Source: an optimization exercise on an open RTL-to-GDS flow (aim: small area). Production flows keep margins and buffers that such runs may drop. Function was checked by simulation only, so behaviour that the tests miss may differ from the original. No activity file was given, so power comes from the tool's default toggle rates. The flow treats the clock pin as an ideal source, which a real chip does not have.

## try-garnet
// fcp_link_top
module fcp_link_top (
    input  logic                   user_clk,
    input  logic                   rst_user_300,
    input  fcp_link_pkg::fcp_msg_t fcp_in,
    input  logic                   drain_en,
    output fcp_link_pkg::fcp_msg_t fcp_out,
    output logic                   link_up,
    output fcp_link_pkg::count_t   drop_count,
    output fcp_link_pkg::total_t   total_count,
    output fcp_link_pkg::count_t   msg_rate
);
Size in the first run: roughly 6,400 cells after synthesis, ~2,100 flip-flops, about 360 I/O pins, roughly 73,000 sq um of cells after synthesis.
==> flow/config.mk <==
export PLATFORM = sky130hd
export DESIGN_NAME = fcp_link_top
export DESIGN_NICKNAME = fcp_link_top
export VERILOG_FILES = /design/flow/design.v
export SDC_FILE = /design/flow/constraint.sdc
export NUM_CORES = 4
export LEC_CHECK = 0
export CAP_MARGIN = 20
export CORE_MARGIN = 2
export CORE_UTILIZATION = 80
export PLACE_DENSITY = 0.92
export SLEW_MARGIN = 20
export SYNTH_MEMORY_MAX_BITS = 16384
==> flow/constraint.sdc <==
create_clock -name core_clock -period 4.0 [get_ports {user_clk}]
set_input_delay 0.8000 -clock core_clock [delete_from_list [all_inputs] [get_ports {user_clk}]]
set_output_delay 0.8000 -clock core_clock [all_outputs]
set_load 0.01 [all_outputs]
standard.sh (not shown) runs the stock make flow with config.mk's settings and CLKGATE_MAP_FILE= SYNTH_SCRIPT=/design/flow/synth_recipe.tcl, a recipe that flattens the netlist after the stock synthesis.
==> flow/flow/run.sh <==
#!/bin/bash
# Standard ORFS layout (standard synthesis unchanged), with lighter port buffers
# and a clock tree of large clusters without dummy loads. Each tool's output goes to a log here.
set -euo pipefail
B=sky130_fd_sc_hd
export BUFFER_PORTS_ARGS="-buffer_cell ${B}__buf_1"
export CTS_ARGS="-sink_clustering_enable -repair_clock_nets -dont_use_dummy_load -buf_list {${B}__clkbuf_16} -sink_clustering_size 30 -sink_clustering_max_diameter 100"
bash standard.sh > standard_flow.log 2>&1
try-garnet reached the end of the flow, and the finished layout is clean on the timing, design-rule and antenna checks.
Changes in try-lagoon relative to try-garnet:
Settings: changing CORE_UTILIZATION from 80 to 70; changing PLACE_DENSITY from 0.92 to 0.85.
==> comparison <==
Worst vdd rail ir drop | try-lagoon below try-garnet
Number of stages on the worst hold path: try-garnet vs try-lagoon, no meaningful difference
Any difference in overall power after layout between try-lagoon and try-garnet is small enough to ignore.
Going from try-garnet to try-lagoon, the areal power density over the cells was found to have gone down by 2.5 nW/um^2.
Relative to try-garnet, setup slack after layout increased by 0.038 ns in try-lagoon.
Setup changes, try-lagoon to try-maple
Settings: a change of CORE_UTILIZATION from 70 to 75; a change of PLACE_DENSITY from 0.85 to 0.88.
--- outcome ---
Of try-maple and try-lagoon, try-lagoon shows the lower met3 track demand over resource in global routing, with try-maple above it. Compared with try-lagoon, via count in try-maple increased slightly. Die size: try-maple is under try-lagoon. Diff try-lagoon -> try-maple: wire length per cell moved up, final standard cell area without fillers level, cell-internal power level, normalized max-slew margin moved down. Between try-maple and try-lagoon, the insertion delay to the later sink of the worst-skew pair does not differ in any meaningful way. Diff try-maple..try-lagoon | count of state elements after synthesis | unchanged.

The RTL this note starts from:
==> flow/design.v <==
package fcp_link_pkg;
    localparam int VC_W    = 16;
    localparam int STAT_W  = 32;
    localparam int BEAT_W  = 112;
    localparam int COUNT_W = 32;
    localparam int TOTAL_W = 64;
    typedef logic [VC_W-1:0]    vc_t;
    typedef logic [STAT_W-1:0]  stat_t;
    typedef logic [BEAT_W-1:0]  beat_t;
    typedef logic [COUNT_W-1:0] count_t;
    typedef logic [TOTAL_W-1:0] total_t;
    typedef struct packed {
        logic  valid;
        vc_t   vc;
        stat_t fccl;
        stat_t qlen;
        stat_t fccr;
    } fcp_msg_t;
    localparam int QUEUE_DEPTH = 16;
    localparam int QADDR_W     = $clog2(QUEUE_DEPTH);
    localparam int QCOUNT_W    = QADDR_W + 1;
    typedef logic [QADDR_W-1:0]  qaddr_t;
    typedef logic [QCOUNT_W-1:0] qcount_t;
    localparam int HOLDOFF_CYCLES     = 64;
    localparam int RATE_WINDOW_CYCLES = 256;
    localparam int WINDOW_W           = $clog2(RATE_WINDOW_CYCLES);
    localparam int RATE_W             = WINDOW_W + 1;
    typedef logic [WINDOW_W-1:0] window_cnt_t;
    typedef logic [RATE_W-1:0]   rate_t;
endpackage
module fcp_ingress_packer (
    input  logic                  user_clk,
    input  logic                  rst_user_300,
    input  logic                  in_valid,
    input  logic                  holdoff_end,
    input  logic                  full,
    output logic                  pend_valid,
    output logic                  commit,
    output logic                  capture,
    output logic                  link_up,
    output fcp_link_pkg::count_t  drop_count
);
    logic                 link_up_q;
    logic                 pend_q;
    fcp_link_pkg::count_t drop_q;
    always_ff @(posedge user_clk) begin
        if (rst_user_300) begin
            link_up_q <= 1'b0;
        end else if (holdoff_end) begin
            link_up_q <= 1'b1;
        end
    end
    assign link_up = link_up_q;
    assign capture = in_valid && link_up_q;
    always_ff @(posedge user_clk) begin
        if (rst_user_300) begin
            pend_q <= 1'b0;
        end else begin
            pend_q <= capture;
        end
    end
    assign pend_valid = pend_q;
    assign commit     = pend_q && !full;
    always_ff @(posedge user_clk) begin
        if (rst_user_300) begin
            drop_q <= '0;
        end else if (pend_q && full) begin
            drop_q <= drop_q + fcp_link_pkg::count_t'(1);
        end
    end
    assign drop_count = drop_q;
endmodule
module fcp_beat_queue (
    input  logic                user_clk,
    input  logic                rst_user_300,
    input  fcp_link_pkg::beat_t in_beat,
    input  logic                capture,
    input  logic                commit,
    input  logic                rd_en,
    output fcp_link_pkg::beat_t head_q,
    output logic                full,
    output logic                empty
);
    localparam int D = fcp_link_pkg::QUEUE_DEPTH;
    logic [D-1:0][fcp_link_pkg::BEAT_W-1:0] mem_q;
    fcp_link_pkg::qaddr_t  wr_ptr_q;
    fcp_link_pkg::qaddr_t  wr_ptr_d;
    fcp_link_pkg::qcount_t count_q;
    fcp_link_pkg::qcount_t count_d;
    logic [D-1:0]          rd_oh_q;
    logic                  store;
    assign full  = count_q[fcp_link_pkg::QADDR_W];
    assign empty = (count_q == '0);
    always_comb begin
        count_d = count_q;
        if (commit && !rd_en) count_d = count_q + fcp_link_pkg::qcount_t'(1);
        if (!commit && rd_en) count_d = count_q - fcp_link_pkg::qcount_t'(1);
    end
    assign wr_ptr_d = wr_ptr_q + fcp_link_pkg::qaddr_t'(commit);
    assign store    = capture && !count_d[fcp_link_pkg::QADDR_W];
    always_ff @(posedge user_clk) begin
        if (rst_user_300) begin
            count_q  <= '0;
            wr_ptr_q <= '0;
        end else begin
            count_q  <= count_d;
            wr_ptr_q <= wr_ptr_d;
        end
    end
    always_ff @(posedge user_clk) begin
        if (rst_user_300) begin
            rd_oh_q <= D'(1);
        end else if (rd_en) begin
            rd_oh_q <= {rd_oh_q[D-2:0], rd_oh_q[D-1]};
        end
    end
    for (genvar i = 0; i < D; i++) begin : g_row
        always_ff @(posedge user_clk) begin
            if (store && wr_ptr_d == fcp_link_pkg::qaddr_t'(i)) begin
                mem_q[i] <= in_beat;
            end
        end
    end
    fcp_link_pkg::beat_t head_d;
    always_comb begin
        head_d = '0;
        for (int i = 0; i < D; i++) begin
            head_d = head_d | (mem_q[i] & {fcp_link_pkg::BEAT_W{rd_oh_q[i]}});
        end
    end
    always_ff @(posedge user_clk) begin
        head_q <= head_d;
    end
endmodule
module fcp_egress_unpacker (
    input  logic                   user_clk,
    input  logic                   rst_user_300,
    input  fcp_link_pkg::beat_t    head_q,
    input  logic                   empty,
    input  logic                   drain_en,
    output logic                   rd_en,
    output fcp_link_pkg::fcp_msg_t fcp_out
);
    logic valid_q;
    assign rd_en = drain_en && !empty;
    always_ff @(posedge user_clk) begin
        if (rst_user_300) begin
            valid_q <= 1'b0;
        end else begin
            valid_q <= rd_en;
        end
    end
    assign fcp_out = {valid_q, head_q};
endmodule
module fcp_rate_meter (
    input  logic                 user_clk,
    input  logic                 rst_user_300,
    input  logic                 msg_valid,
    output logic                 holdoff_end,
    output fcp_link_pkg::total_t total_count,
    output fcp_link_pkg::count_t msg_rate
);
    fcp_link_pkg::total_t      total_q;
    fcp_link_pkg::window_cnt_t window_q;
    fcp_link_pkg::window_cnt_t in_window_q;
    fcp_link_pkg::rate_t       rate_q;
    logic                      window_end;
    always_ff @(posedge user_clk) begin
        if (rst_user_300) begin
            total_q <= '0;
        end else if (msg_valid) begin
            total_q <= total_q + fcp_link_pkg::total_t'(1);
        end
    end
    always_ff @(posedge user_clk) begin
        if (rst_user_300) begin
            window_q <= '0;
        end else begin
            window_q <= window_q + fcp_link_pkg::window_cnt_t'(1);
        end
    end
    assign window_end  = (window_q == fcp_link_pkg::window_cnt_t'(fcp_link_pkg::RATE_WINDOW_CYCLES - 1));
    assign holdoff_end = (window_q == fcp_link_pkg::window_cnt_t'(fcp_link_pkg::HOLDOFF_CYCLES - 1));
    always_ff @(posedge user_clk) begin
        if (rst_user_300) begin
            in_window_q <= '0;
            rate_q      <= '0;
        end else if (window_end) begin
            rate_q      <= fcp_link_pkg::rate_t'(in_window_q) + fcp_link_pkg::rate_t'(msg_valid);
            in_window_q <= '0;
        end else begin
            in_window_q <= in_window_q + fcp_link_pkg::window_cnt_t'(msg_valid);
        end
    end
    assign total_count = total_q;
    assign msg_rate    = fcp_link_pkg::count_t'(rate_q);
endmodule
module fcp_link_top (
    input  logic                   user_clk,
    input  logic                   rst_user_300,
    input  fcp_link_pkg::fcp_msg_t fcp_in,
    input  logic                   drain_en,
    output fcp_link_pkg::fcp_msg_t fcp_out,
    output logic                   link_up,
    output fcp_link_pkg::count_t   drop_count,
    output fcp_link_pkg::total_t   total_count,
    output fcp_link_pkg::count_t   msg_rate
);
    logic                capture;
    logic                commit;
    logic                pend_valid;
    logic                full;
    logic                empty;
    logic                rd_en;
    logic                holdoff_end;
    fcp_link_pkg::beat_t head_q;
    fcp_ingress_packer u_packer (
        .user_clk     (user_clk),
        .rst_user_300 (rst_user_300),
        .in_valid     (fcp_in.valid),
        .holdoff_end  (holdoff_end),
        .full         (full),
        .pend_valid   (pend_valid),
        .commit       (commit),
        .capture      (capture),
        .link_up      (link_up),
        .drop_count   (drop_count)
    );
    fcp_beat_queue u_queue (
        .user_clk     (user_clk),
        .rst_user_300 (rst_user_300),
        .in_beat      (fcp_in[fcp_link_pkg::BEAT_W-1:0]),
        .capture      (capture),
        .commit       (commit),
        .rd_en        (rd_en),
        .head_q       (head_q),
        .full         (full),
        .empty        (empty)
    );
    fcp_egress_unpacker u_unpacker (
        .user_clk     (user_clk),
        .rst_user_300 (rst_user_300),
        .head_q       (head_q),
        .empty        (empty),
        .drain_en     (drain_en),
        .rd_en        (rd_en),
        .fcp_out      (fcp_out)
    );
    fcp_rate_meter u_meter (
        .user_clk     (user_clk),
        .rst_user_300 (rst_user_300),
        .msg_valid    (fcp_out.valid),
        .holdoff_end  (holdoff_end),
        .total_count  (total_count),
        .msg_rate     (msg_rate)
    );
endmodule
clock: 4.0 ns
lec_check: 0
cap_margin: 20
core_margin: 2
core_utilization: 45
gpl_routability_driven: 0
gpl_timing_driven: 0
place_density: 0.6
slew_margin: 20
synth_memory_max_bits: 16384
Scripts as last shown in full above: flow/flow/run.sh
The baseline completed, yet does not pass: setup timing.
Then changed:
Settings changed: CORE_UTILIZATION 45 to 70, GPL_ROUTABILITY_DRIVEN 0 to not set, GPL_TIMING_DRIVEN 0 to not set, PLACE_DENSITY 0.6 to 0.85.
The new run completed with no timing, DRC or antenna violations. Wire length goes down by a quarter to a third. Setup slack gains 0.18 ns. Total power drops by a few percent. Utilization rose by 24 points. Via count shrinks by a few percent. Design area decreases by a few percent. Global-route usage is higher by 4.6 points. Synthesized area is unchanged. Worst hold slack improves by 0.17 ns.
Then changed:
==> flow/flow/run.sh (replaced) <==
#!/bin/bash
# Standard ORFS layout (standard synthesis unchanged), with lighter port buffers
# and a clock tree without dummy loads. Each tool's output goes to a log here.
set -euo pipefail
export BUFFER_PORTS_ARGS="-buffer_cell sky130_fd_sc_hd__buf_1"
export CTS_ARGS="-sink_clustering_enable -repair_clock_nets -dont_use_dummy_load -buf_list {sky130_fd_sc_hd__clkbuf_4 sky130_fd_sc_hd__clkbuf_8}"
bash standard.sh > standard_flow.log 2>&1
Settings changed: CORE_UTILIZATION 70 to 45, PLACE_DENSITY 0.85 to 0.6.
Outcome: The new run produced a clean layout; flip-flop and latch count is unchanged; design area goes up by about 5%; core utilization goes down by 25 points; sequential power hardly moves; area after synthesis stays the same; final cell count goes up by 18%.
Then changed:
==> flow/flow/run.sh (replaced) <==
#!/bin/bash
# Standard ORFS layout (standard synthesis unchanged), with lighter port buffers
# and a clock tree of large clusters without dummy loads. Each tool's output goes to a log here.
set -euo pipefail
B=sky130_fd_sc_hd
export BUFFER_PORTS_ARGS="-buffer_cell ${B}__buf_1"
export CTS_ARGS="-sink_clustering_enable -repair_clock_nets -dont_use_dummy_load -buf_list {${B}__clkbuf_16} -sink_clustering_size 30 -sink_clustering_max_diameter 100"
bash standard.sh > standard_flow.log 2>&1
Settings changed: CAP_MARGIN 20 to 5, CORE_UTILIZATION 45 to 55, PLACE_DENSITY 0.6 to 0.7, SLEW_MARGIN 20 to 5.
=> Via count came out lower by 2.6%. Sequential cell count does not change. Hold slack improves by 0.18 ns. Worst setup slack gets better by 0.15 ns. Cell count came out lower by 9.1%. Core utilization went up by 8.8 points. Die area goes down by 18%. Synthesized area stays the same. Routed wire length falls by 7.1%.

[port drivers added, routing unchanged]
The results above use ideal ports. As a check the final layouts listed here were re-extracted and re-timed, cells and wires unchanged.
Step 1, drivers: a clkbuf_16 drives user_clk and a buf_2 each remaining input, both assumed.
Step 2 adds t to the input delays and takes it off the output delays; t is the mean of the earliest and latest rising clock arrival at the registers after step 1. Input paths then give back, and output paths get back, about the clock's delay inside the block.
Three values: no drivers, after step 1, after step 2; two values: the first two.
run	shift t [ns]	slack for setup (ns)	clock arrival spread, ns	worst data-port slew with drivers (ns)
try-garnet	0.764	0.060 / -0.026 / 0.666	0.062 / 0.063	0.16
try-lagoon	0.784	0.098 / 0.018 / 0.456	0.049 / 0.049	0.10
try-maple	0.768	0.113 / 0.036 / 0.686	0.052 / 0.051	0.10
the first run of note 2	0.790	-0.013 / -0.013 / -0.182	0.128 / 0.129	0.24
the second run of note 2	0.756	0.166 / 0.166 / -0.016	0.062 / 0.062	0.13
the third run of note 2	1.069	0.298 / 0.298 / 0.066	0.095 / 0.095	0.16
the fourth run of note 2	0.783	0.449 / 0.449 / 0.182	0.082 / 0.082	0.21
Met with ideal ports but missed after step 2: setup timing in the second run of note 2. The setup slack of the fourth run of note 2, which loses most, moves by 0.000 ns with the drivers and by -0.267 ns with both steps.
